Context: an optimization exercise on an open-source flow, tuned for small area, a short achievable clock period and few clock cycles per item. The choices shown serve that exercise and are no tape-out recipe.
Where RTL was checked, it was by simulation tests only, not by an equivalence proof against the original.
Function not checked in runs 2 to 6: the RTL went through the layout flow alone.
Power figures rest on the tool's default switching activity, not on a simulated workload.

--- config.mk ---
export PLATFORM = sky130hd
export DESIGN_NAME = wildcard_byte_signature_scanner
export DESIGN_NICKNAME = wildcard_byte_signature_scanner
export VERILOG_FILES = /design/flow/design.v
export SDC_FILE = /design/flow/constraint.sdc
export NUM_CORES = 4
export LEC_CHECK = 0
export ABC_CLOCK_PERIOD_IN_PS = 2500
export CAP_MARGIN = 30
export CORE_MARGIN = 2
export CORE_UTILIZATION = 60
export CTS_CLUSTER_DIAMETER = 80
export CTS_CLUSTER_SIZE = 30
export SETUP_SLACK_MARGIN = 3.3
export SLEW_MARGIN = 25
--- constraint.sdc ---
create_clock -name core_clock -period 5.5 [get_ports {clk_i}]
set_input_delay 1.1000 -clock core_clock [delete_from_list [all_inputs] [get_ports {clk_i}]]
set_output_delay 1.1000 -clock core_clock [all_outputs]
set_load 0.01 [all_outputs]
--- design.v ---
package sbs_pkg;
  localparam int MaxSigLen  = 48;
  localparam int SigRegs    = 6;
  localparam int SigRegW    = 64;
  localparam int LenBits    = 6;
  localparam int OffsetBits = 32;
  localparam int CfgIdxW    = 3;
endpackage
import sbs_pkg::*;
module sbs_cfg (
  input  logic                                clk_i,
  input  logic                                rst_ni,
  input  logic                                cfg_we_i,
  input  logic [sbs_pkg::CfgIdxW-1:0]         cfg_index_i,
  input  logic [sbs_pkg::SigRegW-1:0]         cfg_data_i,
  output logic [sbs_pkg::MaxSigLen-1:0][7:0]  sig_o,      
  output logic [sbs_pkg::SigRegs-1:0]         sig_wr_o,   
  output logic [sbs_pkg::MaxSigLen-1:0]       wild_o,     
  output logic [5:0]                          lm1_hi_o,   
  output logic [7:0]                          lm1_lo_o    
);
  logic [SigRegs-1:0][SigRegW-1:0] sig_q;
  logic [SigRegs-1:0]              sig_wr_q;
  logic [MaxSigLen-1:0]            wild_q;
  logic                            wild_wr_q;
  logic [5:0]                      lm1_hi_q;
  logic [7:0]                      lm1_lo_q;
  logic [LenBits-1:0]              lm1_d;
  always_comb begin
    if (cfg_data_i[LenBits-1:0] == '0) begin
      lm1_d = 6'd0;
    end else if (cfg_data_i[LenBits-1:0] > 6'd48) begin
      lm1_d = 6'd47;
    end else begin
      lm1_d = cfg_data_i[LenBits-1:0] - 6'd1;
    end
  end
  always_ff @(posedge clk_i) begin
    for (int r = 0; r < SigRegs; r++) begin
      if (cfg_we_i && cfg_index_i == 3'(r)) sig_q[r] <= cfg_data_i;
    end
    if (cfg_we_i && cfg_index_i == 3'd6) wild_q <= cfg_data_i[MaxSigLen-1:0];
  end
  always_ff @(posedge clk_i or negedge rst_ni) begin
    if (!rst_ni) begin
      sig_wr_q  <= '0;
      wild_wr_q <= 1'b0;
      lm1_hi_q  <= 6'b000001;
      lm1_lo_q  <= 8'b00000001;
    end else if (cfg_we_i) begin
      for (int r = 0; r < SigRegs; r++) begin
        if (cfg_index_i == 3'(r)) sig_wr_q[r] <= 1'b1;
      end
      if (cfg_index_i == 3'd6) wild_wr_q <= 1'b1;
      if (cfg_index_i == 3'd7) begin
        lm1_hi_q <= 6'b000001 << lm1_d[5:3];
        lm1_lo_q <= 8'b00000001 << lm1_d[2:0];
      end
    end
  end
  assign sig_o    = sig_q;
  assign sig_wr_o = sig_wr_q;
  assign wild_o   = wild_q & {MaxSigLen{wild_wr_q}};
  assign lm1_hi_o = lm1_hi_q;
  assign lm1_lo_o = lm1_lo_q;
endmodule
import sbs_pkg::*;
module sbs_match (
  input  logic                                clk_i,
  input  logic                                rst_ni,
  input  logic                                step_i,      
  input  logic [7:0]                          byte_i,
  input  logic                                last_i,
  input  logic [sbs_pkg::MaxSigLen-1:0][7:0]  sig_i,
  input  logic [sbs_pkg::SigRegs-1:0]         sig_wr_i,
  input  logic [sbs_pkg::MaxSigLen-1:0]       wild_i,
  input  logic [5:0]                          lm1_hi_i,    
  input  logic [7:0]                          lm1_lo_i,    
  output logic                                end_o,       
  output logic [sbs_pkg::OffsetBits-1:0]      offset_o     
);
  logic [MaxSigLen-1:0]  st_q, st_d, pos_ok;
  logic [5:0]            grp_end;       
  logic [LenBits-1:0]    lm1;
  logic                  first_q;       
  logic [OffsetBits-1:0] ofs_q, ofs_d;
  logic                  sat_q, sat_d;  
  logic                  zero_byte;
  logic [OffsetBits-1:0] ofs_init;      
  logic [OffsetBits-1:0] ofs_last;      
  logic [LenBits-1:0]    lp1;
  assign zero_byte = (byte_i == 8'h00);
  always_comb begin
    for (int j = 0; j < MaxSigLen; j++) begin
      pos_ok[j] = wild_i[j] || (sig_wr_i[j/8] ? (byte_i == sig_i[j]) : zero_byte);
    end
    st_d[0] = pos_ok[0];
    for (int j = 1; j < MaxSigLen; j++) begin
      st_d[j] = pos_ok[j] && st_q[j-1] && !first_q;
    end
  end
  always_comb begin
    lm1 = '0;
    for (int h = 0; h < 6; h++) if (lm1_hi_i[h]) lm1[5:3] = lm1[5:3] | 3'(h);
    for (int l = 0; l < 8; l++) if (lm1_lo_i[l]) lm1[2:0] = lm1[2:0] | 3'(l);
  end
  assign lp1      = lm1 + 6'd2;
  assign ofs_init = 32'd0 - {26'd0, lm1};
  assign ofs_last = {26'h3ffffff, ~lp1};
  always_comb begin
    if (first_q) begin
      ofs_d = ofs_init;
      sat_d = 1'b0;
    end else if (sat_q) begin
      ofs_d = ofs_q;
      sat_d = 1'b1;
    end else begin
      ofs_d = ofs_q + 32'd1;
      sat_d = (ofs_q == ofs_last);
    end
  end
  always_ff @(posedge clk_i) begin
    if (step_i) begin
      st_q  <= st_d;
      ofs_q <= ofs_d;
      sat_q <= sat_d;
    end
  end
  always_ff @(posedge clk_i or negedge rst_ni) begin
    if (!rst_ni) begin
      first_q <= 1'b1;
    end else if (step_i) begin
      first_q <= last_i;
    end
  end
  always_comb begin
    for (int h = 0; h < 6; h++) begin
      grp_end[h] = lm1_hi_i[h] && |(st_q[8*h +: 8] & lm1_lo_i);
    end
  end
  assign end_o    = |grp_end;
  assign offset_o = ofs_q;
endmodule
module wildcard_byte_signature_scanner (
  input  logic                           clk_i,
  input  logic                           rst_ni,
  input  logic                           cfg_we_i,
  input  logic [sbs_pkg::CfgIdxW-1:0]    cfg_index_i,
  input  logic [sbs_pkg::SigRegW-1:0]    cfg_data_i,
  input  logic                           in_valid_i,
  output logic                           in_stall_o,
  input  logic [7:0]                     data_byte_i,
  input  logic                           region_last_i,
  output logic                           out_valid_o,
  input  logic                           out_stall_i,
  output logic                           found_o,
  output logic [sbs_pkg::OffsetBits-1:0] match_offset_o
);
  logic [sbs_pkg::MaxSigLen-1:0][7:0] sig;
  logic [sbs_pkg::SigRegs-1:0]        sig_wr;
  logic [sbs_pkg::MaxSigLen-1:0]      wild;
  logic [5:0]                         lm1_hi;
  logic [7:0]                         lm1_lo;
  logic        take;           
  logic        in_valid_q;     
  logic [7:0]  byte_q;
  logic        last_a_q;
  logic        step;           
  logic        held_q;         
  logic        last_q;         
  logic        reported_q;     
  logic        eval;           
  logic        match_end;
  logic        hit;
  logic        produce;
  logic [31:0] ofs;
  logic        stall_q;
  logic        in_valid_d;
  logic        held_d;
  logic        out_valid_d;
  logic        out_valid_q;
  logic        found_q;
  logic [31:0] offset_q;
  assign take = in_valid_i && !stall_q;
  assign eval = held_q && !out_valid_q;
  assign step = in_valid_q && (!held_q || eval);
  sbs_cfg u_cfg (
    .clk_i       (clk_i),
    .rst_ni      (rst_ni),
    .cfg_we_i    (cfg_we_i),
    .cfg_index_i (cfg_index_i),
    .cfg_data_i  (cfg_data_i),
    .sig_o       (sig),
    .sig_wr_o    (sig_wr),
    .wild_o      (wild),
    .lm1_hi_o    (lm1_hi),
    .lm1_lo_o    (lm1_lo)
  );
  sbs_match u_match (
    .clk_i    (clk_i),
    .rst_ni   (rst_ni),
    .step_i   (step),
    .byte_i   (byte_q),
    .last_i   (last_a_q),
    .sig_i    (sig),
    .sig_wr_i (sig_wr),
    .wild_i   (wild),
    .lm1_hi_i (lm1_hi),
    .lm1_lo_i (lm1_lo),
    .end_o    (match_end),
    .offset_o (ofs)
  );
  assign hit         = match_end && !reported_q;
  assign produce     = hit || (last_q && !reported_q);
  assign in_valid_d  = take || (in_valid_q && !step);
  assign held_d      = step || (held_q && !eval);
  assign out_valid_d = eval ? produce : (out_valid_q && out_stall_i);
  always_ff @(posedge clk_i or negedge rst_ni) begin
    if (!rst_ni) begin
      in_valid_q  <= 1'b0;
      held_q      <= 1'b0;
      reported_q  <= 1'b0;
      out_valid_q <= 1'b0;
      stall_q     <= 1'b0;
    end else begin
      in_valid_q  <= in_valid_d;
      held_q      <= held_d;
      out_valid_q <= out_valid_d;
      stall_q     <= in_valid_d && held_d && out_valid_d;
      if (eval) begin
        reported_q <= !last_q && (reported_q || hit);
      end
    end
  end
  always_ff @(posedge clk_i) begin
    if (!stall_q) begin
      byte_q   <= data_byte_i;
      last_a_q <= region_last_i;
    end
    if (step) begin
      last_q <= last_a_q;
    end
    if (eval) begin
      found_q  <= hit;
      offset_q <= hit ? ofs : 32'd0;
    end
  end
  assign in_stall_o     = stall_q;
  assign out_valid_o    = out_valid_q;
  assign found_o        = found_q;
  assign match_offset_o = offset_q;
endmodule
--- flow/run.sh ---
#!/bin/bash
set -euo pipefail
export BUFFER_PORTS_ARGS="-buffer_cell sky130_fd_sc_hd__buf_2"
bash standard.sh > standard_flow.log 2>&1
--- standard.sh ---
#!/bin/bash
# synth_recipe.tcl (not shown) runs the flow's synth.tcl, then flattens the netlist and writes it again
# the make line also repeats each setting of config.mk as NAME=value (left out here)
make -C /OpenROAD-flow-scripts/flow DESIGN_CONFIG=/design/flow/config.mk WORK_HOME=/design/flow/orfs CLKGATE_MAP_FILE= SYNTH_SCRIPT=/design/flow/synth_recipe.tcl "${@:-finish}"
==> results of run 1 <==
logic make-up after synthesis:
group           after synthesis  synth area share (%)
compound gates              205                  5.16
xor+xnor                    427                  14.9
fa+ha+maj                     6                 0.299
buf+inv                     107                  1.90
flops                       583                  69.2
mux                           2                0.0848
simple gates                371                  8.43
power by group through the flow:
stage          clock (mW)  combinational, mW  sequential, mW
2_1_floorplan           0               1.80            6.06
3_3_place_gp            0               2.48            6.16
3_5_place_dp            0               2.58            6.17
4_1_cts              2.66               2.72            6.07
5_1_grt              2.80               3.09            6.14
6_report             2.62               2.84            6.08
worst reg2reg max path, cell delays in order (launching register included):
cell and delay, ns:
dfrtp_2 0.51, buf_4 0.19, nor4_4 0.28, ha_1 0.24
and3_2 0.27, nand3_4 0.18, a21boi_0 0.21
sequential cells by signal, summed over array words and instances, names as in the netlist:
signal and flops:
u_match.first_q 1, u_cfg.sig_q 384, byte_q 8, last_a_q 1, u_match.sat_q 1, u_cfg.lm1_hi_q 6, u_cfg.wild_q 48, u_cfg.lm1_lo_q 8
last_q 1, offset_q 32, held_q 1, found_q 1, reported_q 1, u_match.st_q 48, in_valid_q 1, u_cfg.wild_wr_q 1
stall_q 1, u_cfg.sig_wr_q 6, u_match.ofs_q 32, out_valid_q 1
timing repair:
| item | 4_1_cts | 5_1_grt |
|---|---|---|
| pin swaps | 10 | 17 |
| buffers inserted | 18 | 9 |
| endpoints found under the setup margin | 390 | 221 |
| gates cloned | 4 | 4 |
| hold endpoints to repair | 0 | 0 |
| resized for setup | 50 | 31 |
layer usage:
layer,up-vias,part of all wire [%],track usage (%)
li1,6489,-,-
met1,7198,41,38.0
met2,536,48,44.5
met3,111,7.3,4.92
met4,0,3.8,9.77
met5,-,0,0
path summary, 6_finish.rpt:
| path | endpoint | startpoint |
|---|---|---|
| min | u_cfg.lm1_hi_q[0]$_DFFE_PN1P_ | u_cfg.lm1_hi_q[0]$_DFFE_PN1P_ |
| max reg2reg | u_match.ofs_q[8]$_DFFE_PP_ | u_cfg.lm1_lo_q[7]$_DFFE_PN0P_ |
| min reg2reg | u_cfg.lm1_hi_q[0]$_DFFE_PN1P_ | u_cfg.lm1_hi_q[0]$_DFFE_PN1P_ |
| min in group asynchronous | u_cfg.sig_wr_q[1]$_DFFE_PN0P_ | rst_ni |
| max in group asynchronous | u_cfg.lm1_lo_q[4]$_DFFE_PN0P_ | rst_ni |
| max | match_offset_o[25] | offset_q[25]$_SDFFCE_PN0P_ |
metrics by stage:
step           cell area [um^2]  worst slack, ns
6_report                  28200             3.24
2_1_floorplan             25300             2.21
3_5_place_dp              26400             2.29
4_1_cts                   27800             3.21
5_1_grt                   28200             3.14
3_3_place_gp              26300             2.36
cell usage in the layout (no fill, tap or decap), types with 12 or more instances in the layout:
master     instances
o31ai_1           13
a21oi_1           99
nor4_1            42
a22oi_1           19
edfxtp_1         556
clkbuf_16         31
and2_1            33
nor4_2            12
nand3_1           15
nand2_1           84
xnor2_1           76
dfrtp_1           16
a21boi_0          16
nand4_1           59
xor2_1           351
nor3_1            52
buf_4             34
buf_2            113
inv_1             13
area by class of cell:
cell class | instances | share of cell area (%)
inverters | 17 | 0.253
well taps | 532 | 2.36
clock buffers | 34 | 2.68
multi-input cells | 1017 | 27.3
clock inverters | 19 | 0.924
repair buffers | 175 | 4.71
flip-flops and latches | 583 | 61.7
==> results.json, run 1 <==
{
  "die_h_um": 209,
  "track_usage_pct": 27.5,
  "crit_required_ns": 4.40,
  "cts_tree": "yes",
  "regArea_mm2": 0.0174,
  "totalWireLength_um": 60700,
  "dp_hpwl_um": 36000,
  "clock.fmax_ghz": 0.442,
  "fill_cells": 2875,
  "antenna_found_initial": 1,
  "start_kind": "flop",
  "start_util_pct": 61.2,
  "postSynthCellCount": 1701,
  "tns_ns": 0,
  "period_share_pct": 41.1,
  "yosysWarningCount": 3,
  "power_frac_clock_pct": 22.7,
  "place_congestion": 0.828,
  "cts-htree-levels": 1,
  "post-route-util_pct": 68.7,
  "end_kind": "output pin",
  "grt_max_degree": 81,
  "stdcell_count": 2377,
  "period_minus_slack_ns": 2.26,
  "synthArstFlopShare_pct": 4.63,
  "rsz0062_at_grt": "yes",
  "drc": 0,
  "power.total_mw": 11.5,
  "intPower_mw": 7.86,
  "grt-ovfl-total": 0,
  "rows": 74,
  "cp.depth": 1,
  "yosys.cell_types.count": 66,
  "synth_area_leaders": "edfxtp_1 67%, xor2_1 12%, xnor2_1 2.7%",
  "clock_latency_ns": 0.62,
  "timing.hold.ws_ns": 0.508,
  "port_buffers": 115,
  "die_w_um": 209,
  "synth-edff-count": 556,
  "p_sw_share_pct": 31.9,
  "ioPinCount": 116,
  "seq_power_share_pct": 52.7,
  "syn_area_mm2": 0.0251,
  "cp.arrival_ns": 1.16,
  "antenna_cells": 0,
  "maxCapViolations": 0,
  "worst_slew_pin_slew_ns": 1.05,
  "syn-num-nets": 1788,
  "p_per_area_mw_per_mm2": 410,
  "ant_nets": 0,
  "finalSetupViolCount": 0,
  "status": "timing/DRC/antenna clean",
  "first_pass_iters": 5,
  "place_inst": 2288,
  "syn_to_final_growth_pct": 12.2,
  "yosysTopAreaCell": "edfxtp_1",
  "skew_ns": 0.0259,
  "grt_pass1_wl_um": 88700,
  "numCtsBuffers": 29,
  "syn_area_per_cell_um2": 14.8,
  "dieArea_mm2": 0.0435,
  "r2r_setup_slack_ns": 3.33,
  "drive_above_1_share_pct": 17.8,
  "routedWlPerCell_um": 25.5,
  "min_path_cells": 2,
  "ctsHoldBuffers": 0,
  "hold_path.class": "reg -> reg",
  "ys.flop_type": "edfxtp_1",
  "crit_path_top_delay_cell": "edfxtp_1",
  "fin_nets": 1910,
  "hold_viol": 0,
  "crit_buf_inv": 1,
  "clock_path_buffers": 3,
  "ys_seq_area_share_pct": 69.2,
  "synth_commonest_cells": "556 x edfxtp_1, 351 x xor2_1, 102 x a21oi_1",
  "multi_input_area_mm2": 0.00770,
  "vdd_drop_max_v": 0.000417,
  "drv_slew": 0,
  "p_sw_mw": 3.68,
  "cts.sinks": 583,
  "post-synth-top-area-fraction_pct": 66.5,
  "cts.clk_slew.worst_paths_ns": 0.11,
  "ff2ff_path_depth": 6,
  "critPathKind": "reg -> out",
  "coreArea_mm2": 0.0410,
  "leakagePower_nw": 9.57,
  "crit_family": "flip-flops",
  "grt_pass1_vias": 14022,
  "path_cells": "buf_2",
  "clockRootBuffer": "clkbuf_16",
  "yosysMostFrequentCell": "edfxtp_1",
  "via_count": 14334,
  "via_per_inst": 6.03,
  "p_comb_share_pct": 24.6,
  "slew_headroom_pct": 30.1,
  "slowest_delay_ns": 0.40,
  "ys_seq_elements": 583,
  "drt_iter0_drc": 1339,
  "worstPathMaxFanout": 1
}
Testbench counts, summed over its fixed seeds: cycles 52,290, bytes 52,011.
==> run 2: changes to the inputs <==
--- a/design.v
+++ b/design.v
@@ -78,4 +78,3 @@
   input  logic [7:0]                          lm1_lo_i,    
-  output logic                                end_o,       
-  output logic [sbs_pkg::OffsetBits-1:0]      offset_o     
+  output logic                                end_o        
 );
@@ -83,10 +82,4 @@
   logic [5:0]            grp_end;       
-  logic [LenBits-1:0]    lm1;
   logic                  first_q;       
-  logic [OffsetBits-1:0] ofs_q, ofs_d;
-  logic                  sat_q, sat_d;  
   logic                  zero_byte;
-  logic [OffsetBits-1:0] ofs_init;      
-  logic [OffsetBits-1:0] ofs_last;      
-  logic [LenBits-1:0]    lp1;
   assign zero_byte = (byte_i == 8'h00);
@@ -101,27 +94,5 @@
   end
-  always_comb begin
-    lm1 = '0;
-    for (int h = 0; h < 6; h++) if (lm1_hi_i[h]) lm1[5:3] = lm1[5:3] | 3'(h);
-    for (int l = 0; l < 8; l++) if (lm1_lo_i[l]) lm1[2:0] = lm1[2:0] | 3'(l);
-  end
-  assign lp1      = lm1 + 6'd2;
-  assign ofs_init = 32'd0 - {26'd0, lm1};
-  assign ofs_last = {26'h3ffffff, ~lp1};
-  always_comb begin
-    if (first_q) begin
-      ofs_d = ofs_init;
-      sat_d = 1'b0;
-    end else if (sat_q) begin
-      ofs_d = ofs_q;
-      sat_d = 1'b1;
-    end else begin
-      ofs_d = ofs_q + 32'd1;
-      sat_d = (ofs_q == ofs_last);
-    end
-  end
   always_ff @(posedge clk_i) begin
     if (step_i) begin
-      st_q  <= st_d;
-      ofs_q <= ofs_d;
-      sat_q <= sat_d;
+      st_q <= st_d;
     end
@@ -140,4 +111,3 @@
   end
-  assign end_o    = |grp_end;
-  assign offset_o = ofs_q;
+  assign end_o = |grp_end;
 endmodule
@@ -175,3 +145,2 @@
   logic        produce;
-  logic [31:0] ofs;
   logic        stall_q;
@@ -182,3 +151,2 @@
   logic        found_q;
-  logic [31:0] offset_q;
   assign take = in_valid_i && !stall_q;
@@ -209,5 +177,31 @@
     .lm1_lo_i (lm1_lo),
-    .end_o    (match_end),
-    .offset_o (ofs)
+    .end_o    (match_end)
   );
+  logic [5:0]  lm1;            
+  logic [5:0]  lp1;
+  logic [31:0] ofs_init;       
+  logic [31:0] ofs_last;       
+  logic        first_c_q;      
+  logic        sat_q;          
+  logic [31:0] ofs_q;
+  always_comb begin
+    lm1 = '0;
+    for (int h = 0; h < 6; h++) if (lm1_hi[h]) lm1[5:3] = lm1[5:3] | 3'(h);
+    for (int l = 0; l < 8; l++) if (lm1_lo[l]) lm1[2:0] = lm1[2:0] | 3'(l);
+  end
+  assign lp1      = lm1 + 6'd2;
+  assign ofs_init = 32'd0 - {26'd0, lm1};
+  assign ofs_last = {26'h3ffffff, ~lp1};
+  always_ff @(posedge clk_i) begin
+    if (eval) begin
+      if (last_q && !hit) begin
+        ofs_q <= 32'd0;
+      end else if (first_c_q) begin
+        ofs_q <= ofs_init;
+      end else if (!sat_q) begin
+        ofs_q <= ofs_q + 32'd1;
+      end
+      sat_q <= !first_c_q && (sat_q || (ofs_q == ofs_last));
+    end
+  end
   assign hit         = match_end && !reported_q;
@@ -221,2 +215,3 @@
       held_q      <= 1'b0;
+      first_c_q   <= 1'b1;
       reported_q  <= 1'b0;
@@ -230,2 +225,3 @@
       if (eval) begin
+        first_c_q  <= last_q;
         reported_q <= !last_q && (reported_q || hit);
@@ -243,4 +239,3 @@
     if (eval) begin
-      found_q  <= hit;
-      offset_q <= hit ? ofs : 32'd0;
+      found_q <= hit;
     end
@@ -250,3 +245,3 @@
   assign found_o        = found_q;
-  assign match_offset_o = offset_q;
+  assign match_offset_o = ofs_q;
 endmodule
==> results.json, run 2 <==
{
  "status": "timing/DRC/antenna clean",
  "hold_viol": 0,
  "clock_latency_ns": 0.61,
  "rr_startpoint": "u_cfg.lm1_lo_q[7]$_DFFE_PN0P_",
  "timing.hold.ws_ns": 0.525,
  "start_kind": "flop",
  "die_w_um": 205,
  "finalWorstSetupSlack_ns": 3.17,
  "maxCapViolations": 0,
  "worstPathMaxFanout": 4,
  "ioPinCount": 116,
  "slew_headroom_pct": 28.8,
  "drv_slew": 0,
  "syn_to_final_growth_pct": 14.4,
  "drc": 0,
  "first_pass_iters": 5,
  "fin_area_mm2": 0.0276,
  "drive_above_1_share_pct": 20.5,
  "startpoint": "ofs_q[24]$_SDFFCE_PP0P_",
  "skew_ns": 0.0349,
  "via_per_inst": 6.13,
  "ctsHoldBuffers": 0,
  "fin_nets": 1951,
  "top_regs": "u_cfg.sig_q (384), u_cfg.wild_q (48), u_match.st_q (48)",
  "syn_area_mm2": 0.0242,
  "worst_slew_pin_slew_ns": 1.07,
  "period_minus_slack_ns": 2.33,
  "yosysMostFrequentCell": "edfxtp_1",
  "via_count": 14758,
  "stdcell_count": 2406,
  "synth_top_family_by_area": "XOR/XNOR gates",
  "postSynthCellCount": 1681,
  "cp.depth": 1,
  "yosysWarningCount": 3,
  "coreArea_mm2": 0.0397,
  "rows": 73,
  "vdd_drop_max_v": 0.000364,
  "ant_nets": 0,
  "leakagePower_nw": 9.45,
  "crit_family": "flip-flops",
  "power.total_mw": 11.4,
  "path_cells": "buf_2",
  "cts_tree": "yes",
  "crit_required_ns": 4.40,
  "grt-ovfl-total": 0,
  "synth_xor_area_share_pct": 14.8,
  "slowest_delay_ns": 0.46,
  "ys_seq_area_share_pct": 68.0,
  "wl_met1_um": 25900,
  "yosysTopAreaCell": "edfxtp_1",
  "synth-simple-area-share_pct": 8.59,
  "track_usage_pct": 29.0,
  "hold_path.class": "reg -> reg",
  "routed.top_layer": "met5",
  "post-place-ws_ns": 2.33,
  "p_per_area_mw_per_mm2": 413,
  "cts.sinks": 552,
  "totalWireLength_um": 61800,
  "dp_hpwl_um": 36400,
  "clock.fmax_ghz": 0.429,
  "yosys.cell_types.count": 60,
  "place_congestion": 0.887,
  "min_path_cells": 0,
  "crit_buf_inv": 1,
  "numCtsBuffers": 27,
  "min_from": "last_a_q$_DFFE_PN_",
  "top_register": "u_cfg.sig_q",
  "start_util_pct": 60.8,
  "drt_iter0_drc": 1387,
  "ys_seq_elements": 552,
  "end_kind": "output pin",
  "fill_cells": 2751,
  "synth-edff-count": 524,
  "dr_wl_met3_um": 4800,
  "place_area_mm2": 0.0254,
  "dieArea_mm2": 0.0419,
  "final_cell_mix": "524 x edfxtp_1, 338 x xor2_1, 115 x buf_2, 114 x a21oi_1, 96 x buf_4",
  "post-synth-top-area-fraction_pct": 65.1,
  "post-route-util_pct": 69.6,
  "routedWlPerCell_um": 25.7,
  "cts.clk_slew.worst_paths_ns": 0.11,
  "synthAdderAreaFrac_pct": 0.352,
  "ys.flop_type": "edfxtp_1",
  "r2r_setup_slack_ns": 3.17,
  "synth_area_leaders": "edfxtp_1 65%, xor2_1 12%, xnor2_1 2.5%",
  "synth_compound_area_share_pct": 6.04,
  "period_share_pct": 42.4,
  "cp.arrival_ns": 1.23,
  "tns_ns": 0,
  "met2WireLength_um": 29100,
  "synth_commonest_cells": "524 x edfxtp_1, 339 x xor2_1, 118 x a21oi_1",
  "antenna_cells": 0,
  "syn-num-nets": 1768,
  "finalSetupViolCount": 0,
  "syn_area_per_cell_um2": 14.4,
  "cts-htree-levels": 1,
  "antenna_found_initial": 1,
  "synthArstFlopShare_pct": 5.07,
  "place_inst": 2256,
  "ff2ff_path_depth": 6,
  "largest_register_ffs": 384,
  "clockRootBuffer": "clkbuf_16",
  "layout_commonest_cell": "edfxtp_1",
  "grt_pass1_wl_um": 88600,
  "grt_pass1_vias": 13998,
  "port_buffers": 115,
  "crit_path_top_delay_cell": "edfxtp_1",
  "synth_mux_area_share_pct": 0.129,
  "critPathKind": "reg -> out",
  "grt_max_degree": 66,
  "die_h_um": 205,
  "clock_path_buffers": 3,
  "rsz0062_at_grt": "yes"
}
==> run 2: cell count changes in the layout (fill, tap and decap cells not counted), sizes merged, moves of 7 or more <==
cell    delta
a21oi     +13
o31a      +10
a21boi    -19
o31ai     -14
xnor2      -7
nand2b    +49
buf       +64
and2      -30
edfxtp    -32
nand2     -50
o21ai     +19
xor2      -12
nor2      +17
==> run 2: worst register-to-register path: cells and delay by family, from the launching register on <==
kind	cells	cell delay, ns
simple gates	1	0.19
buf+inv	1	0.14
compound gates	4	1.20
flops	1	0.48
==> run 2: cells by family after synthesis <==
| group | count (synthesis) |
|---|---|
| and+or+nand+nor | 363 |
| buffers and inverters | 111 |
| adders and majority gates | 7 |
| AOI/OAI and AO/OA | 237 |
| muxes | 3 |
| DFF | 552 |
| xor gates and xnor gates | 408 |
==> run 2: layout make-up <==
| class | instances | area (um^2) | share of cell area [%] |
|---|---|---|---|
| clock inverter | 17 | 245 | 0.887 |
| sequential | 552 | 16500 | 59.5 |
| timing repair buffer | 239 | 1770 | 6.41 |
| inverter | 18 | 95.1 | 0.344 |
| tap | 525 | 657 | 2.38 |
| multi-input combinational | 1026 | 7740 | 28.0 |
| clock buffer | 29 | 683 | 2.47 |
==> run 2: worst paths after layout <==
kind                                                 endpoint
worst max-delay path                       match_offset_o[24]
worst min-delay path                         last_q$_DFFE_PP_
worst max register to register         ofs_q[1]$_SDFFCE_PP0P_
worst min register to register               last_q$_DFFE_PP_
max in group asynchronous               out_valid_q$_DFF_PN0_
min in group asynchronous       u_cfg.lm1_lo_q[6]$_DFFE_PN0P_
==> run 2: where the power goes <==
part / switching (mW) / leakage [nW] / internal [mW] / total, mW
clock network: 1.39 / 0.450 / 1.05 / 2.44
logic: 1.97 / 3.84 / 1.39 / 3.36
registers: 0.387 / 5.16 / 5.23 / 5.62
total: 3.74 / 9.45 / 7.68 / 11.4
==> run 2: repair_timing <==
item / 4_1_cts / 5_1_grt
pin swaps: 15 / 29
buffers inserted: 51 / 42
gates cloned: 8 / 2
endpoints found under the setup margin: 233 / 208
resized for setup: 62 / 39
==> run 2: per-layer routing <==
metal  GRT usage (%)  vias up
met4            7.97        2
met1            41.4     7445
li1                -     6604
met5               0        -
met2            47.3      608
met3            3.99       99
==> run 3: changes to the inputs <==
--- a/design.v
+++ b/design.v
@@ -200,4 +200,4 @@
         ofs_q <= ofs_init;
-      end else if (!sat_q) begin
-        ofs_q <= ofs_q + 32'd1;
+      end else begin
+        ofs_q <= ofs_q + {31'd0, !sat_q};
       end
==> results.json, run 3 <==
{
  "post-route-util_pct": 69.7,
  "cp.arrival_ns": 2.96,
  "power_frac_clock_pct": 22.7,
  "synthArstFlopShare_pct": 5.07,
  "totalWireLength_um": 62300,
  "hold_viol": 0,
  "die_h_um": 204,
  "timing.hold.ws_ns": 0.505,
  "synth_mux_area_share_pct": 0.177,
  "clock.fmax_ghz": 0.404,
  "yosysMostFrequentCell": "edfxtp_1",
  "worst_slew_pin_slew_ns": 0.973,
  "ys_seq_area_share_pct": 68.3,
  "vdd_drop_max_v": 0.000303,
  "hold_path.class": "in -> async",
  "critPathKind": "reg -> reg",
  "grt_pass1_vias": 14115,
  "skew_ns": 0.0251,
  "numCtsBuffers": 29,
  "fill_cells": 2789,
  "period_share_pct": 45.0,
  "dieArea_mm2": 0.0418,
  "cts.clk_slew.worst_paths_ns": 0.11,
  "end_kind": "flop",
  "rsz0062_at_grt": "yes",
  "r2r_setup_slack_ns": 3.03,
  "drv_slew": 0,
  "via_per_inst": 6.13,
  "intPower_mw": 7.66,
  "rows": 73,
  "top_register": "u_cfg.sig_q",
  "synth-edff-count": 524,
  "grt_max_degree": 66,
  "syn-num-nets": 1760,
  "ioPinCount": 116,
  "start_util_pct": 60.8,
  "clockRootBuffer": "clkbuf_16",
  "drc": 0,
  "clock_path_buffers": 3,
  "ctsHoldBuffers": 0,
  "postSynthCellCount": 1672,
  "yosysTopAreaCell": "edfxtp_1",
  "largest_register_ffs": 384,
  "syn_area_per_cell_um2": 14.4,
  "grt_pass1_wl_um": 90200,
  "syn_to_final_growth_pct": 14.7,
  "finalWorstSetupSlack_ns": 3.03,
  "cts-htree-levels": 1,
  "post-synth-top-area-fraction_pct": 65.3,
  "die_w_um": 204,
  "final_cell_mix": "524 x edfxtp_1, 342 x xor2_1, 113 x a21oi_1, 111 x buf_2, 94 x buf_4",
  "cts.sinks": 552,
  "layout_commonest_cell": "edfxtp_1",
  "dp_hpwl_um": 35400,
  "p_per_area_mw_per_mm2": 414,
  "tns_ns": 0,
  "period_minus_slack_ns": 2.47,
  "stdcell_count": 2396,
  "rr_startpoint": "u_cfg.lm1_lo_q[6]$_DFFE_PN0P_",
  "start_kind": "flop",
  "maxCapViolations": 0,
  "r2r-end": "sat_q$_DFFE_PP_",
  "place_inst": 2249,
  "ys_seq_elements": 552,
  "syn_area_mm2": 0.0241,
  "ant_nets": 0,
  "routedWlPerCell_um": 26.0,
  "synth_top_family_by_area": "XOR/XNOR gates",
  "synth-simple-area-share_pct": 8.59,
  "p_sw_mw": 3.77,
  "worstPathMaxFanout": 4,
  "synth_xor_area_share_pct": 14.8,
  "drt_iter0_drc": 1293,
  "track_usage_pct": 29.8,
  "post-place-ws_ns": 2.31,
  "yosys.cell_types.count": 58,
  "p_comb_share_pct": 28.2,
  "cts_tree": "yes",
  "place_congestion": 0.830,
  "synthAdderAreaFrac_pct": 0.405,
  "finalSetupViolCount": 0,
  "crit_required_ns": 5.99,
  "clock_latency_ns": 0.63,
  "grt-ovfl-total": 0,
  "status": "timing/DRC/antenna clean",
  "via_count": 14693,
  "synth_area_leaders": "edfxtp_1 65%, xor2_1 12%, dfrtp_1 2.5%",
  "ys.flop_type": "edfxtp_1",
  "fin_nets": 1937,
  "port_buffers": 115,
  "antenna_cells": 0,
  "antenna_found_initial": 1,
  "p_sw_share_pct": 33.0,
  "top_regs": "u_cfg.sig_q (384), u_cfg.wild_q (48), u_match.st_q (48)",
  "leakagePower_nw": 9.42,
  "yosysWarningCount": 3,
  "drive_above_1_share_pct": 20.5,
  "seq_power_share_pct": 49.1,
  "first_pass_iters": 7,
  "ff2ff_path_depth": 8,
  "slew_headroom_pct": 35.2,
  "coreArea_mm2": 0.0396,
  "synth_compound_area_share_pct": 5.89,
  "synth_commonest_cells": "524 x edfxtp_1, 343 x xor2_1, 115 x a21oi_1"
}
-- run 3: how the worst max path moves through the flow --
stage	endpoint	start	slack, ns
2_1_floorplan	u_cfg.sig_q[0]$_DFFE_PP_	cfg_index_i[0]	2.21
3_3_place_gp	u_cfg.sig_q[249]$_DFFE_PP_	cfg_index_i[2]	2.37
3_5_place_dp	u_cfg.sig_q[252]$_DFFE_PP_	cfg_index_i[2]	2.31
4_1_cts	sat_q$_DFFE_PP_	u_cfg.lm1_lo_q[4]$_DFFE_PN0P_	3.10
5_1_grt	sat_q$_DFFE_PP_	u_cfg.lm1_lo_q[6]$_DFFE_PN0P_	2.98
6_report	sat_q$_DFFE_PP_	u_cfg.lm1_lo_q[6]$_DFFE_PN0P_	3.03
-- run 3: what timing repair did --
action                                  4_1_cts  5_1_grt
gates resized for setup                      56       32
buffers inserted                             65       20
pin swaps                                    17       12
gates cloned                                  7        1
hold endpoints to repair                      0        0
endpoints found under the setup margin      235      130
-- run 3: cell type report --
class | count | area (um^2) | share of cell area [%]
clock buffers | 31 | 733 | 2.65
clock inverters | 22 | 304 | 1.10
inverters | 23 | 93.8 | 0.340
multi-input cells | 1016 | 7740 | 28.0
flip-flops and latches | 552 | 16400 | 59.6
well taps | 525 | 657 | 2.38
repair buffers | 227 | 1640 | 5.94
-- run 3: cell families (layout without fill, tap and decap cells) --
logic type,count (synthesis),after routing
AOI/OAI and AO/OA,233,237
xor gates and xnor gates,407,407
adders and majority gates,8,8
buffers and inverters,111,303
DFF,552,552
muxes,4,4
and+or+nand+nor,357,360
-- run 3: critical path, cell delays in order, from the launching register on --
cell	delay, ns
dfrtp_2	0.47
nor4_4	0.32
inv_1	0.12
ha_4	0.30
xor2_2	0.17
nand3_1	0.11
or4_1	0.42
nor4_1	0.29
o21a_1	0.14
-- run 3: power by group through the flow --
stage	logic, mW	registers [mW]	clock network [mW]
global placement	2.43	5.81	0
floorplan	1.79	5.64	0
global route	3.49	5.66	2.75
CTS	3.07	5.59	2.63
detailed placement	2.49	5.82	0
finish	3.22	5.61	2.59
-- run 3: metrics by stage --
stage | total power [mW] | area [um^2]
after floorplan | 7.43 | 24300
after global placement | 8.24 | 25400
after detailed placement | 8.31 | 25400
after CTS | 11.3 | 27300
after global routing | 11.9 | 27600
final | 11.4 | 27600
-- run 3: layer usage --
metal  vias to the layer above  routed length, um  GRT usage [%]
met3                        98               4180           3.65
met1                      7482              26200           42.1
met4                         2               1600           7.43
met5                         -                 13              0
li1                       6557                  -              -
met2                       554              30200           49.9
==> run 4: changes to the inputs <==
==> flow/run.sh (replaced) <==
#!/bin/bash
set -euo pipefail
export BUFFER_PORTS_ARGS="-buffer_cell sky130_fd_sc_hd__buf_2"
export CTS_ARGS="-sink_clustering_enable -repair_clock_nets -dont_use_dummy_load -sink_clustering_size 30 -sink_clustering_max_diameter 80"
bash standard.sh > standard_flow.log 2>&1
==> results.json, run 4 <==
{
  "status": "timing/DRC/antenna clean",
  "ys_seq_elements": 552,
  "dieArea_mm2": 0.0418,
  "period_minus_slack_ns": 2.45,
  "antenna_cells": 0,
  "cts-htree-levels": 1,
  "syn-num-nets": 1760,
  "yosysTopAreaCell": "edfxtp_1",
  "die_w_um": 204,
  "antenna_found_initial": 0,
  "totalWireLength_um": 62400,
  "maxCapViolations": 0,
  "hold_end": "last_q$_DFFE_PP_",
  "die_h_um": 204,
  "rows": 73,
  "track_usage_pct": 29.8,
  "synth_area_leaders": "edfxtp_1 65%, xor2_1 12%, dfrtp_1 2.5%",
  "clockRootBuffer": "clkbuf_16",
  "ctsHoldBuffers": 0,
  "intPower_mw": 7.49,
  "p_per_area_mw_per_mm2": 403,
  "syn_to_final_growth_pct": 13.1,
  "cp.arrival_ns": 2.87,
  "clock.fmax_ghz": 0.408,
  "slowest_delay_ns": 0.47,
  "critPathKind": "reg -> reg",
  "clock_path_buffers": 3,
  "min_from": "last_a_q$_DFFE_PN_",
  "slew_headroom_pct": 32.3,
  "first_pass_iters": 8,
  "yosysWarningCount": 3,
  "rsz0062_at_grt": "yes",
  "layout_commonest_cell": "edfxtp_1",
  "synth_commonest_cells": "524 x edfxtp_1, 343 x xor2_1, 115 x a21oi_1",
  "p_comb_share_pct": 29.0,
  "finalSetupViolCount": 0,
  "syn_area_per_cell_um2": 14.4,
  "hold_path.class": "reg -> reg",
  "ys_seq_area_share_pct": 68.3,
  "synthArstFlopShare_pct": 5.07,
  "ys.flop_type": "edfxtp_1",
  "numCtsBuffers": 29,
  "via_count": 14622,
  "path_cells": "nor4_4, inv_1, ha_2, xor2_1, nand3_1, or4_1, nor4_1, o21a_1",
  "tns_ns": 0,
  "end_kind": "flop",
  "final_cell_mix": "524 x edfxtp_1, 343 x xor2_1, 112 x a21oi_1, 111 x buf_2, 85 x buf_4",
  "yosysMostFrequentCell": "edfxtp_1",
  "drv_slew": 0,
  "grt_pass1_vias": 14137,
  "postSynthCellCount": 1672,
  "drc": 0,
  "largest_register_ffs": 384,
  "p_sw_mw": 3.49,
  "syn_area_mm2": 0.0241,
  "ioPinCount": 116,
  "coreArea_mm2": 0.0396,
  "skew_ns": 0.0865,
  "post-synth-top-area-fraction_pct": 65.3,
  "leakagePower_nw": 9.25,
  "period_share_pct": 44.5,
  "ff2ff_path_depth": 8,
  "crit_path_top_delay_cell": "dfrtp_2",
  "drt_iter0_drc": 1246,
  "p_sw_share_pct": 31.8,
  "drive_above_1_share_pct": 19.1,
  "hold_viol": 0,
  "worstPathMaxFanout": 4,
  "power_frac_clock_pct": 19.8,
  "cts_tree": "yes",
  "worst_slew_pin_slew_ns": 1.02,
  "stdcell_count": 2366,
  "top_register": "u_cfg.sig_q",
  "place_congestion": 0.830,
  "vdd_drop_max_v": 0.000270,
  "dp_hpwl_um": 35400,
  "place_inst": 2249,
  "routedWlPerCell_um": 26.4,
  "port_buffers": 115,
  "grt_max_degree": 66,
  "crit_required_ns": 5.92,
  "start_kind": "flop",
  "cts.clk_slew.worst_paths_ns": 0.11,
  "grt-ovfl-total": 0,
  "r2r_setup_slack_ns": 3.05,
  "fin_nets": 1931,
  "seq_power_share_pct": 51.2,
  "via_per_inst": 6.18,
  "r2r-end": "sat_q$_DFFE_PP_",
  "grt_pass1_wl_um": 90100,
  "min_path_cells": 0,
  "rr_startpoint": "u_cfg.lm1_lo_q[6]$_DFFE_PN0P_",
  "clock_latency_ns": 0.63,
  "cts.sinks": 552,
  "synth-edff-count": 524,
  "start_util_pct": 60.8,
  "yosys.cell_types.count": 58,
  "top_regs": "u_cfg.sig_q (384), u_cfg.wild_q (48), u_match.st_q (48)",
  "ant_nets": 0
}
==> run 4: changes by cell type in the layout (fill, tap and decap cells not counted), moves of 2 or more <==
| cell | before | now |
|---|---|---|
| clkinvlp_4 | 3 | 1 |
| clkinv_2 | 3 | 1 |
| buf_4 | 94 | 85 |
| inv_6 | 3 | 0 |
| a22oi_2 | 6 | 3 |
| buf_6 | 8 | 10 |
| inv_16 | 4 | 0 |
| clkbuf_1 | 2 | 0 |
| nor4_1 | 53 | 55 |
| inv_8 | 2 | 0 |
| a22oi_1 | 20 | 23 |
| clkinv_8 | 5 | 0 |
| inv_12 | 2 | 0 |
| nor4_2 | 4 | 2 |
==> run 4: layout make-up <==
cell class | count | area, um^2
sequential | 552 | 16400
fill | 2824 | 12400
tap | 525 | 657
timing repair buffer | 221 | 1620
inverter | 23 | 93.8
multi-input combinational | 1016 | 7690
clock buffer | 29 | 726
==> run 4: metal layers <==
layer / wire length [um] / GRT usage (%)
met1: 26400 / 42.2
met5: 0 / 0
met3: 4320 / 3.43
met4: 1480 / 6.96
met2: 30200 / 50.0
==> run 4: cells by family after synthesis <==
family	count (synthesis)	synth area share [%]
adder cells (fa/ha/maj)	8	0.405
XOR/XNOR	407	14.8
multiplexers	4	0.177
buffers and inverters	111	1.88
AND/OR/NAND/NOR	357	8.59
AO/OA/AOI/OAI	233	5.89
flip-flops	552	68.3
==> run 4: what timing repair did <==
| action | 4_1_cts | 5_1_grt |
|---|---|---|
| endpoints found under the setup margin | 238 | 167 |
| setup buffers | 61 | 18 |
| pin swaps | 17 | 18 |
| cloned | 8 | 1 |
| gates resized for setup | 53 | 31 |
==> run 4: power by group through the flow <==
stage	sequential [mW]	clock, mW	combinational (mW)
2_1_floorplan	5.64	0	1.79
3_3_place_gp	5.81	0	2.43
3_5_place_dp	5.82	0	2.49
4_1_cts	5.60	2.20	3.03
5_1_grt	5.66	2.32	3.44
6_report	5.62	2.18	3.19
==> run 4: critical path: cells and delay by family, from the launching register on <==
kind	cells	cell delay (ns)
fa+ha+maj	1	0.33
compound gates	1	0.14
buf+inv	1	0.08
xor+xnor	1	0.15
simple gates	4	1.10
flops	1	0.47
==> run 4: worst max-delay path by stage <==
stage                                       to  cells past startpoint                     startpoint  slack, ns
floorplan             u_cfg.sig_q[0]$_DFFE_PP_                      2                 cfg_index_i[0]       2.21
global placement    u_cfg.sig_q[249]$_DFFE_PP_                      4                 cfg_index_i[2]       2.37
detailed placement  u_cfg.sig_q[252]$_DFFE_PP_                      4                 cfg_index_i[2]       2.31
CTS                            sat_q$_DFFE_PP_                      8  u_cfg.lm1_lo_q[6]$_DFFE_PN0P_       3.06
global route                   sat_q$_DFFE_PP_                      8  u_cfg.lm1_lo_q[6]$_DFFE_PN0P_       2.91
finish                         sat_q$_DFFE_PP_                      8  u_cfg.lm1_lo_q[6]$_DFFE_PN0P_       3.05
==> run 4: stage by stage <==
stage	area, um^2	total power, mW	hold slack, ns	worst slack (ns)	util [%]
after global routing	27200	11.4	0.505	2.91	68.7
after global placement	25400	8.24	0.485	2.37	64.1
after floorplan	24300	7.43	0.420	2.21	-
after detailed placement	25400	8.31	0.475	2.31	64.1
final	27200	11.0	0.515	3.05	68.7
after CTS	26900	10.8	0.501	3.06	67.9
==> run 5: changes to the inputs <==
--- a/design.v
+++ b/design.v
@@ -179,6 +179,4 @@
   );
-  logic [5:0]  lm1;            
-  logic [5:0]  lp1;
   logic [31:0] ofs_init;       
-  logic [31:0] ofs_last;       
+  logic        sat_next;       
   logic        first_c_q;      
@@ -186,10 +184,20 @@
   logic [31:0] ofs_q;
-  always_comb begin
-    lm1 = '0;
-    for (int h = 0; h < 6; h++) if (lm1_hi[h]) lm1[5:3] = lm1[5:3] | 3'(h);
-    for (int l = 0; l < 8; l++) if (lm1_lo[l]) lm1[2:0] = lm1[2:0] | 3'(l);
-  end
-  assign lp1      = lm1 + 6'd2;
-  assign ofs_init = 32'd0 - {26'd0, lm1};
-  assign ofs_last = {26'h3ffffff, ~lp1};
+  logic        lo_ok, hi_ok;
+  always_comb begin
+    ofs_init = '0;
+    for (int l = 1; l < 8; l++) if (lm1_lo[l]) ofs_init[2:0] = ofs_init[2:0] | 3'(8 - l);
+    for (int h = 0; h < 6; h++) begin
+      if (lm1_hi[h]) ofs_init[5:3] = ofs_init[5:3] | (lm1_lo[0] ? 3'((8 - h) % 8) : 3'(7 - h));
+    end
+    ofs_init[31:6] = {26{!(lm1_hi[0] && lm1_lo[0])}};
+    lo_ok = 1'b0;
+    for (int l = 0; l < 8; l++) begin
+      if (lm1_lo[l] && ofs_q[2:0] == 3'((13 - l) % 8)) lo_ok = 1'b1;
+    end
+    hi_ok = 1'b0;
+    for (int h = 0; h < 6; h++) begin
+      if (lm1_hi[h] && ofs_q[5:3] == ((lm1_lo[6] || lm1_lo[7]) ? 3'(6 - h) : 3'(7 - h))) hi_ok = 1'b1;
+    end
+    sat_next = (&ofs_q[31:6]) && lo_ok && hi_ok;
+  end
   always_ff @(posedge clk_i) begin
@@ -203,3 +211,3 @@
       end
-      sat_q <= !first_c_q && (sat_q || (ofs_q == ofs_last));
+      sat_q <= !first_c_q && (sat_q || sat_next);
     end
==> results.json, run 5 <==
{
  "status": "timing/DRC/antenna clean",
  "yosysWarningCount": 3,
  "grt-ovfl-total": 0,
  "synth_compound_area_share_pct": 5.93,
  "totalWireLength_um": 61400,
  "antenna_cells": 0,
  "hold_path.class": "reg -> reg",
  "port_buffers": 115,
  "hold_viol": 0,
  "startpoint": "ofs_q[13]$_SDFFCE_PP0P_",
  "syn-num-nets": 1763,
  "regArea_mm2": 0.0165,
  "yosysMostFrequentCell": "edfxtp_1",
  "routedWlPerCell_um": 26.0,
  "rr_startpoint": "ofs_q[13]$_SDFFCE_PP0P_",
  "multi_input_area_mm2": 0.00768,
  "tns_ns": 0,
  "synth_mux_area_share_pct": 0.526,
  "ys.flop_type": "edfxtp_1",
  "place_inst": 2249,
  "worstPathMaxFanout": 5,
  "synth-simple-area-share_pct": 8.45,
  "clock_latency_ns": 0.59,
  "ys_seq_elements": 552,
  "synth_top_family_by_area": "XOR/XNOR gates",
  "maxCapViolations": 0,
  "grt_pass1_wl_um": 90300,
  "top_regs": "u_cfg.sig_q (384), u_cfg.wild_q (48), u_match.st_q (48)",
  "synth_xor_area_share_pct": 14.5,
  "cp.arrival_ns": 2.72,
  "drv_slew": 0,
  "dp_hpwl_um": 36200,
  "stdcell_count": 2361,
  "fin_nets": 1923,
  "numCtsBuffers": 27,
  "p_per_area_mw_per_mm2": 397,
  "cts_tree": "yes",
  "synth-edff-count": 524,
  "yosysTopAreaCell": "edfxtp_1",
  "skew_ns": 0.0488,
  "coreArea_mm2": 0.0396,
  "ant_nets": 0,
  "p_sw_mw": 3.42,
  "ioPinCount": 116,
  "period_share_pct": 42.2,
  "postSynthCellCount": 1678,
  "start_util_pct": 60.6,
  "drt_iter0_drc": 1350,
  "antenna_found_initial": 0,
  "cts.sinks": 552,
  "track_usage_pct": 29.5,
  "period_minus_slack_ns": 2.32,
  "worst_slew_pin_slew_ns": 1.07,
  "power_frac_clock_pct": 19.3,
  "die_w_um": 204,
  "first_pass_iters": 5,
  "vdd_drop_max_v": 0.000282,
  "yosys.cell_types.count": 61,
  "grt_max_degree": 66,
  "top_register": "u_cfg.sig_q",
  "start_kind": "flop",
  "synth_area_leaders": "edfxtp_1 65%, xor2_1 12%, dfrtp_1 2.5%",
  "largest_register_ffs": 384,
  "dieArea_mm2": 0.0417,
  "critPathKind": "reg -> reg",
  "drive_above_1_share_pct": 18.7,
  "die_h_um": 204,
  "drc": 0,
  "clock_path_buffers": 3,
  "via_count": 14577,
  "syn_area_per_cell_um2": 14.3,
  "ctsHoldBuffers": 0,
  "synthAdderAreaFrac_pct": 0.250,
  "p_comb_share_pct": 28.5,
  "seq_power_share_pct": 52.2,
  "post-synth-top-area-fraction_pct": 65.5,
  "synthArstFlopShare_pct": 5.07,
  "rows": 73,
  "min_from": "last_a_q$_DFFE_PN_",
  "leakagePower_nw": 9.25,
  "post-place-ws_ns": 2.27,
  "final_cell_mix": "524 x edfxtp_1, 342 x xor2_1, 110 x a21oi_1, 110 x buf_2, 78 x buf_4",
  "intPower_mw": 7.39,
  "end_kind": "flop",
  "crit_required_ns": 5.90,
  "p_sw_share_pct": 31.6,
  "grt_pass1_vias": 13965,
  "syn_area_mm2": 0.0240,
  "ys_seq_area_share_pct": 68.4,
  "slew_headroom_pct": 28.6,
  "finalSetupViolCount": 0,
  "place_congestion": 0.860,
  "fill_cells": 2727,
  "layout_commonest_cell": "edfxtp_1",
  "via_per_inst": 6.17,
  "rsz0062_at_grt": "yes",
  "finalWorstSetupSlack_ns": 3.18,
  "syn_to_final_growth_pct": 13.2,
  "cts.clk_slew.worst_paths_ns": 0.11,
  "synth_commonest_cells": "524 x edfxtp_1, 342 x xor2_1, 112 x a21oi_1",
  "clock.fmax_ghz": 0.431,
  "clockRootBuffer": "clkbuf_16",
  "cts-htree-levels": 1
}
## run 5: cell types whose count changed after synthesis, moves of 5 or more
| cell | delta |
|---|---|
| nor4_1 | +7 |
| o311ai_0 | +5 |
| or4_1 | -8 |
| mux2i_1 | +5 |
| buf_1 | +21 |
| xnor2_1 | -8 |
| o211ai_1 | -6 |
| buf_2 | -22 |
| clkbuf_1 | +8 |
| nor2_1 | +7 |
| o21ai_0 | -13 |
| nor3_1 | +8 |
## run 5: timing repair
action,CTS,global route
endpoints found under the setup margin,277,186
gates resized for setup,63,38
cloned,6,1
buffers inserted,55,23
pin swaps,19,18
## run 5: kinds of logic after synthesis
group / after synthesis
buf+inv: 120
mux: 10
fa+ha+maj: 5
compound gates: 228
xor+xnor: 398
simple gates: 365
flops: 552
## run 5: per-layer routing
layer	vias to the layer above	track usage [%]	part of all wire (%)
met5	-	0	0
met4	0	6.21	2.3
met3	88	3.25	6.6
met2	569	47.3	48
met1	7396	44.3	44
li1	6524	-	-
## run 5: worst max-delay path: stages, from the launching register on
cell      delay, ns
edfxtp_1       0.44
nand4_2        0.12
or4_4          0.54
or4_4          0.56
or3_1          0.36
a31oi_1        0.16
## run 5: power by group through the flow
stage                     clock network [mW]  registers (mW)  logic, mW
after global placement                     0            5.82       2.39
after detailed placement                   0            5.83       2.44
after global routing                    2.25            5.69       3.34
after CTS                               2.11            5.63       2.93
after floorplan                            0            5.65       1.76
final                                   2.08            5.64       3.08
## run 5: cell type report
type	count	area share (%)
Timing Repair Buffer	221	6.04
Tap cell	525	2.42
Clock buffer	27	2.48
Sequential cell	552	60.5
Multi-Input combinational cell	1012	28.2
Inverter	24	0.340
## run 5: path summary, 6_finish.rpt
path	to	slack, ns	depth (start not counted)
worst max-delay path	ofs_q[26]$_SDFFCE_PP0P_	3.18	5
worst min-delay path	last_q$_DFFE_PP_	0.52	0
worst max register to register	ofs_q[26]$_SDFFCE_PP0P_	3.18	5
worst min register to register	last_q$_DFFE_PP_	0.52	0
max in group asynchronous	u_cfg.lm1_lo_q[4]$_DFFE_PN0P_	4.36	1
min in group asynchronous	stall_q$_DFF_PN0_	0.58	1
## run 5: per-stage QoR
stage	area (um^2)	hold slack (ns)	util [%]	total power, mW
2_1_floorplan	24400	0.420	-	7.41
3_3_place_gp	25400	0.498	64.0	8.21
3_5_place_dp	25400	0.485	64.1	8.27
4_1_cts	26800	0.524	67.6	10.7
5_1_grt	27200	0.540	68.6	11.3
6_report	27200	0.519	68.6	10.8
==> run 6: changes to the inputs <==
--- a/config.mk
+++ b/config.mk
@@ -10,3 +10,3 @@
 export CORE_MARGIN = 2
-export CORE_UTILIZATION = 60
+export CORE_UTILIZATION = 70
 export CTS_CLUSTER_DIAMETER = 80
==> results.json, run 6 <==
{
  "via_per_inst": 6.53,
  "place_inst": 2173,
  "first_pass_iters": 7,
  "startpoint": "ofs_q[0]$_SDFFCE_PP0P_",
  "clockRootBuffer": "clkbuf_16",
  "clock_latency_ns": 0.57,
  "stdcell_count": 2289,
  "die_h_um": 189,
  "min_from": "last_a_q$_DFFE_PN_",
  "p_per_area_mw_per_mm2": 399,
  "final_cell_mix": "524 x edfxtp_1, 342 x xor2_1, 112 x buf_2, 108 x a21oi_1, 88 x buf_4",
  "synth-edff-count": 524,
  "post-place-ws_ns": 2.44,
  "top_register": "u_cfg.sig_q",
  "synth_area_leaders": "edfxtp_1 65%, xor2_1 12%, dfrtp_1 2.5%",
  "syn_area_per_cell_um2": 14.3,
  "maxCapViolations": 0,
  "tns_ns": 0,
  "totalWireLength_um": 59900,
  "finalWorstSetupSlack_ns": 3.15,
  "cts_tree": "yes",
  "synthArstFlopShare_pct": 5.07,
  "ys_seq_area_share_pct": 68.4,
  "post-synth-top-area-fraction_pct": 65.5,
  "clock.fmax_ghz": 0.426,
  "grt_pass1_wl_um": 86800,
  "regArea_mm2": 0.0165,
  "period_minus_slack_ns": 2.35,
  "fin_nets": 1928,
  "rsz0062_at_grt": "yes",
  "drive_above_1_share_pct": 19.2,
  "worstPathMaxFanout": 2,
  "drv_slew": 0,
  "start_util_pct": 71.3,
  "yosysTopAreaCell": "edfxtp_1",
  "end_kind": "output pin",
  "yosysMostFrequentCell": "edfxtp_1",
  "ctsHoldBuffers": 0,
  "postSynthCellCount": 1678,
  "period_share_pct": 42.6,
  "rows": 67,
  "dieArea_mm2": 0.0358,
  "largest_register_ffs": 384,
  "drt_iter0_drc": 1662,
  "slew_headroom_pct": 34.5,
  "skew_ns": 0.0320,
  "hold_viol": 0,
  "ys.flop_type": "edfxtp_1",
  "antenna_cells": 0,
  "antenna_found_initial": 0,
  "grt_pass1_vias": 14043,
  "ioPinCount": 116,
  "dp_hpwl_um": 35000,
  "die_w_um": 189,
  "via_count": 14940,
  "grt-ovfl-total": 0,
  "top_regs": "u_cfg.sig_q (384), u_cfg.wild_q (48), u_match.st_q (48)",
  "wl_met1_um": 23500,
  "multi_input_area_mm2": 0.00766,
  "fin_area_mm2": 0.0271,
  "coreArea_mm2": 0.0337,
  "syn_to_final_growth_pct": 12.9,
  "cts.sinks": 552,
  "power.total_mw": 10.8,
  "yosys.cell_types.count": 61,
  "drc": 0,
  "status": "timing/DRC/antenna clean",
  "worst_slew_pin_slew_ns": 0.983,
  "ys_seq_elements": 552,
  "routed.top_layer": "met4",
  "leakagePower_nw": 9.28,
  "track_usage_pct": 32.8,
  "vdd_drop_max_v": 0.000478,
  "layout_commonest_cell": "edfxtp_1",
  "fill_cells": 1884,
  "rr_startpoint": "ofs_q[9]$_SDFFCE_PP0P_",
  "numCtsBuffers": 24,
  "yosysWarningCount": 3,
  "grt_max_degree": 66,
  "critPathKind": "reg -> out",
  "synth_commonest_cells": "524 x edfxtp_1, 342 x xor2_1, 112 x a21oi_1",
  "post-route-util_pct": 80.5,
  "cts-htree-levels": 1,
  "start_kind": "flop",
  "syn-num-nets": 1763,
  "cts.clk_slew.worst_paths_ns": 0.11,
  "hold_path.class": "reg -> reg",
  "met2WireLength_um": 28800,
  "finalSetupViolCount": 0,
  "syn_area_mm2": 0.0240,
  "place_congestion": 0.871,
  "clock_path_buffers": 3,
  "place_area_mm2": 0.0253,
  "routedWlPerCell_um": 26.2,
  "crit_required_ns": 4.40,
  "port_buffers": 115,
  "ant_nets": 0,
  "dr_wl_met3_um": 5990,
  "cp.arrival_ns": 1.25,
  "timing.hold.ws_ns": 0.458
}
-- run 6: area by class of cell --
cell class | instances | share of cell area, %
clock buffer | 24 | 2.21
timing repair buffer | 231 | 6.47
sequential | 552 | 60.7
tap | 448 | 2.07
inverter | 24 | 0.341
multi-input combinational | 1010 | 28.2
-- run 6: per-layer routing --
metal	vias up	global-route usage, %
met1	7411	48.3
met4	0	8.02
met2	878	53.9
met5	-	0
li1	6534	-
met3	117	3.43
-- run 6: what timing repair did --
| action | CTS | global route |
|---|---|---|
| cloned | 3 | 3 |
| endpoints found under the setup margin | 224 | 164 |
| resized for setup | 59 | 48 |
| buffers inserted | 53 | 33 |
| pin swaps | 14 | 27 |
-- run 6: final timing paths --
path	slack (ns)	end	cells past startpoint
worst max-delay path	3.15	match_offset_o[0]	2
worst min-delay path	0.46	last_q$_DFFE_PP_	0
worst max register to register	3.16	ofs_q[30]$_SDFFCE_PP0P_	6
worst min register to register	0.46	last_q$_DFFE_PP_	0
max in group asynchronous	4.29	out_valid_q$_DFF_PN0_	1
min in group asynchronous	0.63	u_cfg.lm1_hi_q[5]$_DFFE_PN0P_	1
-- run 6: critical path, stage by stage (launching register included) --
cell	delay, ns
edfxtp_1	0.43
buf_6	0.14
buf_6	0.11
-- run 6: cell families (layout without fill, tap and decap cells) --
family,count (synthesis),after routing,synth area share (%)
AO/OA/AOI/OAI,228,231,5.93
XOR/XNOR,398,398,14.5
adder cells (fa/ha/maj),5,5,0.250
buffers and inverters,120,279,1.94
flip-flops,552,552,68.4
multiplexers,10,10,0.526
AND/OR/NAND/NOR,365,366,8.45
-- run 6: report_power, final --
group          internal [mW]  switching (mW)  leakage, nW
logic                   1.34            1.85         3.82
registers               5.23           0.431         5.16
clock network          0.784            1.17        0.296

## afterwards: timing with drivers on the ports
How much do the figures lean on ideal ports? The routed layouts below were timed once more, with nothing changed but the port constraints. Step 1, drivers: a clkbuf_16 drives clk_i and a buf_2 each remaining input, both assumed. Step 2, shift: input delay + t, output delay - t, t = (earliest + latest rising clock arrival at the registers) / 2. This alone moves slack from input paths to output paths. Slacks: ideal / step 1 / step 2; pairs: ideal / step 1.
| run | t, ns | slack for setup (ns) | worst hold slack (ns) | pins driven straight from the clock port |
|---|---|---|---|---|
| run 1 | 0.659 | 3.240 / 3.182 / 2.701 | 0.508 / 0.482 / 0.508 | 1 |
| run 2 | 0.656 | 3.168 / 3.110 / 2.714 | 0.525 / 0.507 / 0.525 | 1 |
| run 3 | 0.676 | 3.028 / 2.980 / 2.675 | 0.505 / 0.473 / 0.517 | 1 |
| run 4 | 0.641 | 3.051 / 3.051 / 2.692 | 0.515 / 0.511 / 0.515 | 1 |
| run 5 | 0.629 | 3.178 / 3.122 / 2.687 | 0.519 / 0.519 / 0.519 | 1 |
| run 6 | 0.611 | 3.155 / 3.100 / 2.778 | 0.458 / 0.458 / 0.458 | 1 |
After both steps every run listed still meets setup and hold. The setup slack of run 1, which loses most, moves by -0.058 ns with the drivers and by -0.539 ns with both steps.
